Context: an optimization exercise on an open-source flow, tuned for small area and a short achievable clock period. The choices shown serve that exercise and are no tape-out recipe.
Function was checked by simulation only, so behaviour that the tests miss may differ from the original.
No activity file was given, so power comes from the tool's default toggle rates.

==> raven <==
## soc_top
module soc_top (
	input  logic                      clk_i,
	input  logic                      rst_n_i,
	input  logic                      req_stb_i,
	input  logic                      req_write_i,
	input  logic [31:0]               req_addr_i,
	input  logic [31:0]               req_wdata_i,
	input  logic [3:0]                req_strb_i,
	output logic                      rsp_stb_o,
	output logic [31:0]               rsp_rdata_o,
	output logic                      rsp_err_o,
	input  logic                      reprog_i,
	input  logic [3:0]                sw_i,
	output logic [7:0]                led_o,
	input  logic                      uart_rx_i,
	output logic                      uart_tx_o
);
==> flow/config.mk <==
export PLATFORM = sky130hd
export DESIGN_NAME = soc_top
export DESIGN_NICKNAME = soc_top
export VERILOG_FILES = /design/flow/design.v
export SDC_FILE = /design/flow/constraint.sdc
export NUM_CORES = 4
export LEC_CHECK = 0
export CAP_MARGIN = 20
export CORE_MARGIN = 2
export CORE_UTILIZATION = 62
export CTS_CLUSTER_DIAMETER = 100
export CTS_CLUSTER_SIZE = 30
export PLACE_DENSITY = 0.72
export SLEW_MARGIN = 20
export SYNTH_MEMORY_MAX_BITS = 16384
==> flow/constraint.sdc <==
create_clock -name core_clock -period 8.0 [get_ports {clk_i}]
set_input_delay 1.6000 -clock core_clock [delete_from_list [all_inputs] [get_ports {clk_i}]]
set_output_delay 1.6000 -clock core_clock [all_outputs]
set_load 0.01 [all_outputs]
standard.sh (not shown) runs the stock make flow with config.mk's settings and CLKGATE_MAP_FILE= SYNTH_SCRIPT=/design/flow/synth_recipe.tcl, a recipe that flattens the netlist after the stock synthesis.
==> flow/flow/run.sh <==
#!/bin/bash
# Standard ORFS layout, with two changes:
# - the setup-slack margin is applied only from clock tree synthesis on, where
#   the clock is propagated; before CTS the clock is ideal and the margin would
#   make repair_timing chase paths that the clock latency fixes;
# - flow/fastroute.tcl replaces the platform's global routing layer setup.
set -uo pipefail
FR=FASTROUTE_TCL=$PWD/flow/fastroute.tcl
bash standard.sh $FR synth floorplan place > flow_synth_place.log 2>&1 || { tail -50 flow_synth_place.log; exit 1; }
bash standard.sh $FR SETUP_SLACK_MARGIN=5.0 finish > flow_cts_route_finish.log 2>&1 || { tail -50 flow_cts_route_finish.log; exit 1; }
==> flow/flow/fastroute.tcl <==
# sky130hd's global routing setup, with less of met1 and met2 given to the
# global router so that the detailed router keeps room on them for pin access.
set_global_routing_layer_adjustment met1 0.45
set_global_routing_layer_adjustment met2 0.35
set_global_routing_layer_adjustment met3-met5 0.2
set_routing_layers -clock met3-met5
set_routing_layers -signal met1-met5
==> inputs of umber, as changes to raven <==
--- a/flow/design.v
+++ b/flow/design.v
@@ -157,12 +157,10 @@
 	input  logic                       reprog_i,
 	input  logic                       host_stb_i,
 	input  soc_pkg::bus_req_t          host_req_i,
 	input  logic                       ld_stb_i,
 	input  soc_pkg::bus_req_t          ld_req_i,
-	output logic [15:0]                mem_whi_o,
-	output logic [15:0][STRB_W-1:0]    mem_wlo_o,
 	output logic [15:0]                mem_whi_n_o,
 	output logic [15:0][STRB_W-1:0]    mem_wlo_n_o,
 	output logic [DATA_W-1:0]          mem_wdata_o,
 	output logic [MEM_IDX_W-1:0]       mem_ridx_o,
 	input  logic [DATA_W-1:0]          mem_rdata_i,
@@ -178,12 +176,12 @@
 	logic rsp_stb_q, rsp_err_q;
 	logic [DATA_W-1:0] rsp_rdata_q, rdata_d, mem_word;
 	logic wr_d, wr_q, hit;
 	logic [MEM_IDX_W-1:0] widx_d, widx_q;
 	logic [STRB_W-1:0] wstrb_d, wstrb_q;
-	logic [15:0] whi_d, whi_q, whi_n_q;
-	logic [15:0][STRB_W-1:0] wlo_d, wlo_q, wlo_n_q;
+	logic [15:0] whi_d, whi_n_q;
+	logic [15:0][STRB_W-1:0] wlo_d, wlo_n_q;
 	logic [DATA_W-1:0] wdata_q;
 	assign is_mem   = (host_req_i.addr[ADDR_W-1:10] == '0);
 	assign is_gpio  = (host_req_i.addr == GPIO_ADDR);
 	assign is_udata = (host_req_i.addr == UART_DATA_ADDR);
 	assign is_ustat = (host_req_i.addr == UART_STAT_ADDR);
@@ -204,17 +202,13 @@
 	always_ff @(posedge clk_i) begin
 		wr_q    <= wr_d;
 		widx_q  <= widx_d;
 		wstrb_q <= wstrb_d;
 		wdata_q <= reprog_i ? ld_req_i.wdata : host_req_i.wdata;
-		whi_q   <= whi_d;
-		wlo_q   <= wlo_d;
 		whi_n_q <= ~whi_d;
 		wlo_n_q <= ~wlo_d;
 	end
-	assign mem_whi_o   = whi_q;
-	assign mem_wlo_o   = wlo_q;
 	assign mem_whi_n_o = whi_n_q;
 	assign mem_wlo_n_o = wlo_n_q;
 	assign mem_wdata_o = wdata_q;
 	assign mem_ridx_o  = host_req_i.addr[MEM_IDX_W+1:2];
 	assign hit = wr_q && (widx_q == host_req_i.addr[MEM_IDX_W+1:2]);
@@ -245,27 +239,24 @@
 endmodule
 `timescale 1ns/10ps
 import soc_pkg::*;
 module word_ram (
 	input  logic                       clk_i,
-	input  logic [15:0]                whi_i,
-	input  logic [15:0][STRB_W-1:0]    wlo_i,
 	input  logic [15:0]                whi_n_i,
 	input  logic [15:0][STRB_W-1:0]    wlo_n_i,
 	input  logic [DATA_W-1:0]          wdata_i,
 	input  logic [MEM_IDX_W-1:0]       ridx_i,
 	output logic [DATA_W-1:0]          rdata_o
 );
 	logic [MEM_WORDS-1:0][DATA_W-1:0] mem_q;
 	for (genvar w = 0; w < MEM_WORDS; w++) begin : g_word
 		logic [DATA_W-1:0] q;
 		for (genvar b = 0; b < STRB_W; b++) begin : g_byte
-			logic wr, hold;
-			assign wr   = !(whi_n_i[w/16] || wlo_n_i[w%16][b]);
-			assign hold = !(whi_i[w/16] && wlo_i[w%16][b]);
-			always_ff @(posedge clk_i)
-				q[8*b +: 8] <= (q[8*b +: 8] & {8{hold}}) | (wdata_i[8*b +: 8] & {8{wr}});
+			always_ff @(posedge clk_i) begin
+				if (!(whi_n_i[w/16] || wlo_n_i[w%16][b]))
+					q[8*b +: 8] <= wdata_i[8*b +: 8];
+			end
 		end
 		assign mem_q[w] = q;
 	end
 	assign rdata_o = mem_q[ridx_i];
 endmodule
@@ -395,12 +386,12 @@
 );
 	logic rx_stb;
 	logic [7:0] rx_byte;
 	logic ld_stb;
 	soc_pkg::bus_req_t ld_req;
-	logic [15:0] mem_whi, mem_whi_n;
-	logic [15:0][STRB_W-1:0] mem_wlo, mem_wlo_n;
+	logic [15:0] mem_whi_n;
+	logic [15:0][STRB_W-1:0] mem_wlo_n;
 	logic [MEM_IDX_W-1:0] mem_ridx;
 	logic [DATA_W-1:0] mem_wdata, mem_rdata;
 	logic gpio_wr, udata_wr;
 	logic busy;
 	logic tx_stb;
@@ -425,17 +416,17 @@
 	);
 	bus_fabric bus_fabric_i (
 		.clk_i(clk_i), .rst_n_i(rst_n_i), .reprog_i(reprog_i),
 		.host_stb_i(req_stb_i), .host_req_i(req_i),
 		.ld_stb_i(ld_stb), .ld_req_i(ld_req),
-		.mem_whi_o(mem_whi), .mem_wlo_o(mem_wlo), .mem_whi_n_o(mem_whi_n), .mem_wlo_n_o(mem_wlo_n),
+		.mem_whi_n_o(mem_whi_n), .mem_wlo_n_o(mem_wlo_n),
 		.mem_wdata_o(mem_wdata), .mem_ridx_o(mem_ridx), .mem_rdata_i(mem_rdata),
 		.gpio_wr_o(gpio_wr), .udata_wr_o(udata_wr), .sw_i(sw_i), .busy_i(busy),
 		.rsp_stb_o(rsp_stb_o), .rsp_o(rsp_o)
 	);
 	word_ram word_ram_i (
-		.clk_i(clk_i), .whi_i(mem_whi), .wlo_i(mem_wlo), .whi_n_i(mem_whi_n), .wlo_n_i(mem_wlo_n),
+		.clk_i(clk_i), .whi_n_i(mem_whi_n), .wlo_n_i(mem_wlo_n),
 		.wdata_i(mem_wdata), .ridx_i(mem_ridx), .rdata_o(mem_rdata)
 	);
 	periph_regs periph_regs_i (
 		.clk_i(clk_i), .rst_n_i(rst_n_i), .reprog_i(reprog_i),
 		.gpio_wr_i(gpio_wr), .udata_wr_i(udata_wr), .wdata_i(req_wdata_i[7:0]),
==> flow/flow/run.sh (replaced) <==
#!/bin/bash
# Standard ORFS layout, with three changes:
# - the setup-slack margin is applied only from clock tree synthesis on, where
#   the clock is propagated; before CTS the clock is ideal and the margin would
#   make repair_timing chase paths that the clock latency fixes;
# - flow/fastroute.tcl replaces the platform's global routing layer setup;
# - flow/fanout.tcl caps net fanout before the placement-stage repair_design.
set -uo pipefail
FR=FASTROUTE_TCL=$PWD/flow/fastroute.tcl
FO=PRE_RESIZE_TCL=$PWD/flow/fanout.tcl
bash standard.sh $FR $FO synth floorplan place > flow_synth_place.log 2>&1 || { tail -50 flow_synth_place.log; exit 1; }
bash standard.sh $FR SETUP_SLACK_MARGIN=5.0 finish > flow_cts_route_finish.log 2>&1 || { tail -50 flow_cts_route_finish.log; exit 1; }
==> flow/flow/fanout.tcl (new file) <==
# Before the placement-stage repair_design: cap the fanout of every net, so that
# the RAM's write-data and read-select nets are split into buffered nets of at
# most 32 loads each. Only repair_design reads this; the timing constraints are
# unchanged.
set_max_fanout 32 [current_design]
==> inputs of indigo, as changes to raven <==
--- a/flow/design.v
+++ b/flow/design.v
@@ -157,12 +157,10 @@
 	input  logic                       reprog_i,
 	input  logic                       host_stb_i,
 	input  soc_pkg::bus_req_t          host_req_i,
 	input  logic                       ld_stb_i,
 	input  soc_pkg::bus_req_t          ld_req_i,
-	output logic [15:0]                mem_whi_o,
-	output logic [15:0][STRB_W-1:0]    mem_wlo_o,
 	output logic [15:0]                mem_whi_n_o,
 	output logic [15:0][STRB_W-1:0]    mem_wlo_n_o,
 	output logic [DATA_W-1:0]          mem_wdata_o,
 	output logic [MEM_IDX_W-1:0]       mem_ridx_o,
 	input  logic [DATA_W-1:0]          mem_rdata_i,
@@ -178,12 +176,12 @@
 	logic rsp_stb_q, rsp_err_q;
 	logic [DATA_W-1:0] rsp_rdata_q, rdata_d, mem_word;
 	logic wr_d, wr_q, hit;
 	logic [MEM_IDX_W-1:0] widx_d, widx_q;
 	logic [STRB_W-1:0] wstrb_d, wstrb_q;
-	logic [15:0] whi_d, whi_q, whi_n_q;
-	logic [15:0][STRB_W-1:0] wlo_d, wlo_q, wlo_n_q;
+	logic [15:0] whi_d, whi_n_q;
+	logic [15:0][STRB_W-1:0] wlo_d, wlo_n_q;
 	logic [DATA_W-1:0] wdata_q;
 	assign is_mem   = (host_req_i.addr[ADDR_W-1:10] == '0);
 	assign is_gpio  = (host_req_i.addr == GPIO_ADDR);
 	assign is_udata = (host_req_i.addr == UART_DATA_ADDR);
 	assign is_ustat = (host_req_i.addr == UART_STAT_ADDR);
@@ -204,17 +202,13 @@
 	always_ff @(posedge clk_i) begin
 		wr_q    <= wr_d;
 		widx_q  <= widx_d;
 		wstrb_q <= wstrb_d;
 		wdata_q <= reprog_i ? ld_req_i.wdata : host_req_i.wdata;
-		whi_q   <= whi_d;
-		wlo_q   <= wlo_d;
 		whi_n_q <= ~whi_d;
 		wlo_n_q <= ~wlo_d;
 	end
-	assign mem_whi_o   = whi_q;
-	assign mem_wlo_o   = wlo_q;
 	assign mem_whi_n_o = whi_n_q;
 	assign mem_wlo_n_o = wlo_n_q;
 	assign mem_wdata_o = wdata_q;
 	assign mem_ridx_o  = host_req_i.addr[MEM_IDX_W+1:2];
 	assign hit = wr_q && (widx_q == host_req_i.addr[MEM_IDX_W+1:2]);
@@ -245,27 +239,24 @@
 endmodule
 `timescale 1ns/10ps
 import soc_pkg::*;
 module word_ram (
 	input  logic                       clk_i,
-	input  logic [15:0]                whi_i,
-	input  logic [15:0][STRB_W-1:0]    wlo_i,
 	input  logic [15:0]                whi_n_i,
 	input  logic [15:0][STRB_W-1:0]    wlo_n_i,
 	input  logic [DATA_W-1:0]          wdata_i,
 	input  logic [MEM_IDX_W-1:0]       ridx_i,
 	output logic [DATA_W-1:0]          rdata_o
 );
 	logic [MEM_WORDS-1:0][DATA_W-1:0] mem_q;
 	for (genvar w = 0; w < MEM_WORDS; w++) begin : g_word
 		logic [DATA_W-1:0] q;
 		for (genvar b = 0; b < STRB_W; b++) begin : g_byte
-			logic wr, hold;
-			assign wr   = !(whi_n_i[w/16] || wlo_n_i[w%16][b]);
-			assign hold = !(whi_i[w/16] && wlo_i[w%16][b]);
-			always_ff @(posedge clk_i)
-				q[8*b +: 8] <= (q[8*b +: 8] & {8{hold}}) | (wdata_i[8*b +: 8] & {8{wr}});
+			always_ff @(posedge clk_i) begin
+				if (!(whi_n_i[w/16] || wlo_n_i[w%16][b]))
+					q[8*b +: 8] <= wdata_i[8*b +: 8];
+			end
 		end
 		assign mem_q[w] = q;
 	end
 	assign rdata_o = mem_q[ridx_i];
 endmodule
@@ -395,12 +386,12 @@
 );
 	logic rx_stb;
 	logic [7:0] rx_byte;
 	logic ld_stb;
 	soc_pkg::bus_req_t ld_req;
-	logic [15:0] mem_whi, mem_whi_n;
-	logic [15:0][STRB_W-1:0] mem_wlo, mem_wlo_n;
+	logic [15:0] mem_whi_n;
+	logic [15:0][STRB_W-1:0] mem_wlo_n;
 	logic [MEM_IDX_W-1:0] mem_ridx;
 	logic [DATA_W-1:0] mem_wdata, mem_rdata;
 	logic gpio_wr, udata_wr;
 	logic busy;
 	logic tx_stb;
@@ -425,17 +416,17 @@
 	);
 	bus_fabric bus_fabric_i (
 		.clk_i(clk_i), .rst_n_i(rst_n_i), .reprog_i(reprog_i),
 		.host_stb_i(req_stb_i), .host_req_i(req_i),
 		.ld_stb_i(ld_stb), .ld_req_i(ld_req),
-		.mem_whi_o(mem_whi), .mem_wlo_o(mem_wlo), .mem_whi_n_o(mem_whi_n), .mem_wlo_n_o(mem_wlo_n),
+		.mem_whi_n_o(mem_whi_n), .mem_wlo_n_o(mem_wlo_n),
 		.mem_wdata_o(mem_wdata), .mem_ridx_o(mem_ridx), .mem_rdata_i(mem_rdata),
 		.gpio_wr_o(gpio_wr), .udata_wr_o(udata_wr), .sw_i(sw_i), .busy_i(busy),
 		.rsp_stb_o(rsp_stb_o), .rsp_o(rsp_o)
 	);
 	word_ram word_ram_i (
-		.clk_i(clk_i), .whi_i(mem_whi), .wlo_i(mem_wlo), .whi_n_i(mem_whi_n), .wlo_n_i(mem_wlo_n),
+		.clk_i(clk_i), .whi_n_i(mem_whi_n), .wlo_n_i(mem_wlo_n),
 		.wdata_i(mem_wdata), .ridx_i(mem_ridx), .rdata_o(mem_rdata)
 	);
 	periph_regs periph_regs_i (
 		.clk_i(clk_i), .rst_n_i(rst_n_i), .reprog_i(reprog_i),
 		.gpio_wr_i(gpio_wr), .udata_wr_i(udata_wr), .wdata_i(req_wdata_i[7:0]),
==> inputs of zinc, as changes to raven <==
--- a/flow/design.v
+++ b/flow/design.v
@@ -157,12 +157,10 @@
 	input  logic                       reprog_i,
 	input  logic                       host_stb_i,
 	input  soc_pkg::bus_req_t          host_req_i,
 	input  logic                       ld_stb_i,
 	input  soc_pkg::bus_req_t          ld_req_i,
-	output logic [15:0]                mem_whi_o,
-	output logic [15:0][STRB_W-1:0]    mem_wlo_o,
 	output logic [15:0]                mem_whi_n_o,
 	output logic [15:0][STRB_W-1:0]    mem_wlo_n_o,
 	output logic [DATA_W-1:0]          mem_wdata_o,
 	output logic [MEM_IDX_W-1:0]       mem_ridx_o,
 	input  logic [DATA_W-1:0]          mem_rdata_i,
@@ -178,12 +176,12 @@
 	logic rsp_stb_q, rsp_err_q;
 	logic [DATA_W-1:0] rsp_rdata_q, rdata_d, mem_word;
 	logic wr_d, wr_q, hit;
 	logic [MEM_IDX_W-1:0] widx_d, widx_q;
 	logic [STRB_W-1:0] wstrb_d, wstrb_q;
-	logic [15:0] whi_d, whi_q, whi_n_q;
-	logic [15:0][STRB_W-1:0] wlo_d, wlo_q, wlo_n_q;
+	logic [15:0] whi_d, whi_n_q;
+	logic [15:0][STRB_W-1:0] wlo_d, wlo_n_q;
 	logic [DATA_W-1:0] wdata_q;
 	assign is_mem   = (host_req_i.addr[ADDR_W-1:10] == '0);
 	assign is_gpio  = (host_req_i.addr == GPIO_ADDR);
 	assign is_udata = (host_req_i.addr == UART_DATA_ADDR);
 	assign is_ustat = (host_req_i.addr == UART_STAT_ADDR);
@@ -204,17 +202,13 @@
 	always_ff @(posedge clk_i) begin
 		wr_q    <= wr_d;
 		widx_q  <= widx_d;
 		wstrb_q <= wstrb_d;
 		wdata_q <= reprog_i ? ld_req_i.wdata : host_req_i.wdata;
-		whi_q   <= whi_d;
-		wlo_q   <= wlo_d;
 		whi_n_q <= ~whi_d;
 		wlo_n_q <= ~wlo_d;
 	end
-	assign mem_whi_o   = whi_q;
-	assign mem_wlo_o   = wlo_q;
 	assign mem_whi_n_o = whi_n_q;
 	assign mem_wlo_n_o = wlo_n_q;
 	assign mem_wdata_o = wdata_q;
 	assign mem_ridx_o  = host_req_i.addr[MEM_IDX_W+1:2];
 	assign hit = wr_q && (widx_q == host_req_i.addr[MEM_IDX_W+1:2]);
@@ -245,27 +239,24 @@
 endmodule
 `timescale 1ns/10ps
 import soc_pkg::*;
 module word_ram (
 	input  logic                       clk_i,
-	input  logic [15:0]                whi_i,
-	input  logic [15:0][STRB_W-1:0]    wlo_i,
 	input  logic [15:0]                whi_n_i,
 	input  logic [15:0][STRB_W-1:0]    wlo_n_i,
 	input  logic [DATA_W-1:0]          wdata_i,
 	input  logic [MEM_IDX_W-1:0]       ridx_i,
 	output logic [DATA_W-1:0]          rdata_o
 );
 	logic [MEM_WORDS-1:0][DATA_W-1:0] mem_q;
 	for (genvar w = 0; w < MEM_WORDS; w++) begin : g_word
 		logic [DATA_W-1:0] q;
 		for (genvar b = 0; b < STRB_W; b++) begin : g_byte
-			logic wr, hold;
-			assign wr   = !(whi_n_i[w/16] || wlo_n_i[w%16][b]);
-			assign hold = !(whi_i[w/16] && wlo_i[w%16][b]);
-			always_ff @(posedge clk_i)
-				q[8*b +: 8] <= (q[8*b +: 8] & {8{hold}}) | (wdata_i[8*b +: 8] & {8{wr}});
+			always_ff @(posedge clk_i) begin
+				if (!(whi_n_i[w/16] || wlo_n_i[w%16][b]))
+					q[8*b +: 8] <= wdata_i[8*b +: 8];
+			end
 		end
 		assign mem_q[w] = q;
 	end
 	assign rdata_o = mem_q[ridx_i];
 endmodule
@@ -395,12 +386,12 @@
 );
 	logic rx_stb;
 	logic [7:0] rx_byte;
 	logic ld_stb;
 	soc_pkg::bus_req_t ld_req;
-	logic [15:0] mem_whi, mem_whi_n;
-	logic [15:0][STRB_W-1:0] mem_wlo, mem_wlo_n;
+	logic [15:0] mem_whi_n;
+	logic [15:0][STRB_W-1:0] mem_wlo_n;
 	logic [MEM_IDX_W-1:0] mem_ridx;
 	logic [DATA_W-1:0] mem_wdata, mem_rdata;
 	logic gpio_wr, udata_wr;
 	logic busy;
 	logic tx_stb;
@@ -425,17 +416,17 @@
 	);
 	bus_fabric bus_fabric_i (
 		.clk_i(clk_i), .rst_n_i(rst_n_i), .reprog_i(reprog_i),
 		.host_stb_i(req_stb_i), .host_req_i(req_i),
 		.ld_stb_i(ld_stb), .ld_req_i(ld_req),
-		.mem_whi_o(mem_whi), .mem_wlo_o(mem_wlo), .mem_whi_n_o(mem_whi_n), .mem_wlo_n_o(mem_wlo_n),
+		.mem_whi_n_o(mem_whi_n), .mem_wlo_n_o(mem_wlo_n),
 		.mem_wdata_o(mem_wdata), .mem_ridx_o(mem_ridx), .mem_rdata_i(mem_rdata),
 		.gpio_wr_o(gpio_wr), .udata_wr_o(udata_wr), .sw_i(sw_i), .busy_i(busy),
 		.rsp_stb_o(rsp_stb_o), .rsp_o(rsp_o)
 	);
 	word_ram word_ram_i (
-		.clk_i(clk_i), .whi_i(mem_whi), .wlo_i(mem_wlo), .whi_n_i(mem_whi_n), .wlo_n_i(mem_wlo_n),
+		.clk_i(clk_i), .whi_n_i(mem_whi_n), .wlo_n_i(mem_wlo_n),
 		.wdata_i(mem_wdata), .ridx_i(mem_ridx), .rdata_o(mem_rdata)
 	);
 	periph_regs periph_regs_i (
 		.clk_i(clk_i), .rst_n_i(rst_n_i), .reprog_i(reprog_i),
 		.gpio_wr_i(gpio_wr), .udata_wr_i(udata_wr), .wdata_i(req_wdata_i[7:0]),
==> flow/run.sh (new file) <==
#!/bin/bash
# synth_recipe.tcl (not shown) runs the flow's synth.tcl, then flattens the netlist and writes it again
# the make line also repeats each setting of config.mk as NAME=value (left out here)
make -C /OpenROAD-flow-scripts/flow DESIGN_CONFIG=/design/flow/config.mk WORK_HOME=/design/flow/orfs CLKGATE_MAP_FILE= SYNTH_SCRIPT=/design/flow/synth_recipe.tcl finish
SETUP_SLACK_MARGIN = 4.75   (was default)
removed: flow/flow/run.sh
removed: flow/flow/fastroute.tcl
removed: flow/standard.sh
==> comparison <==
In clock power, indigo and zinc hardly differ.
Combinational power, lowest first: raven, zinc, indigo, umber.
Setup slack, lowest first: raven, umber, zinc, indigo.
Clock skew, highest first: zinc, indigo, umber, raven.
In zinc the register-to-register slack is worse than in indigo, by 30 ps.
raven reached the layout checks and failed them: antenna rules. umber finished with timing, DRC and antenna clean. zinc completed without violations. indigo reached the layout checks and failed them: slew limit.
Sequential power: raven is smaller than zinc (about 12%).

## afterwards: timing with drivers on the ports
In the flow no input, the clock included, has a driving cell. The finished layouts below were timed again as built, in two steps. Step 1, drivers: a clkbuf_16 drives clk_i and a buf_2 each remaining input, both assumed. Step 2 also shifts input and output timing later by t, the mid clock arrival at the registers, as if the neighbouring blocks saw the same clock. a / b / c = no drivers / after step 1 / after step 2; a / b = the first two.
run | t (ns) | setup slack, ns | hold slack, ns | worst data-port slew with drivers (ns)
raven | 1.213 | 4.191 / 3.745 / 2.532 | 0.431 / 0.431 / 0.431 | 0.75
umber | 1.167 | 4.207 / 4.044 / 2.877 | 0.420 / 0.420 / 0.420 | 0.31
indigo | 1.163 | 4.438 / 3.977 / 2.814 | 0.431 / 0.431 / 0.431 | 0.73
zinc | 1.219 | 4.345 / 3.902 / 2.683 | 0.432 / 0.432 / 0.432 | 0.92
For zinc, which loses most, drivers alone change the setup slack by -0.443 ns; drivers and shift together by -1.662 ns.
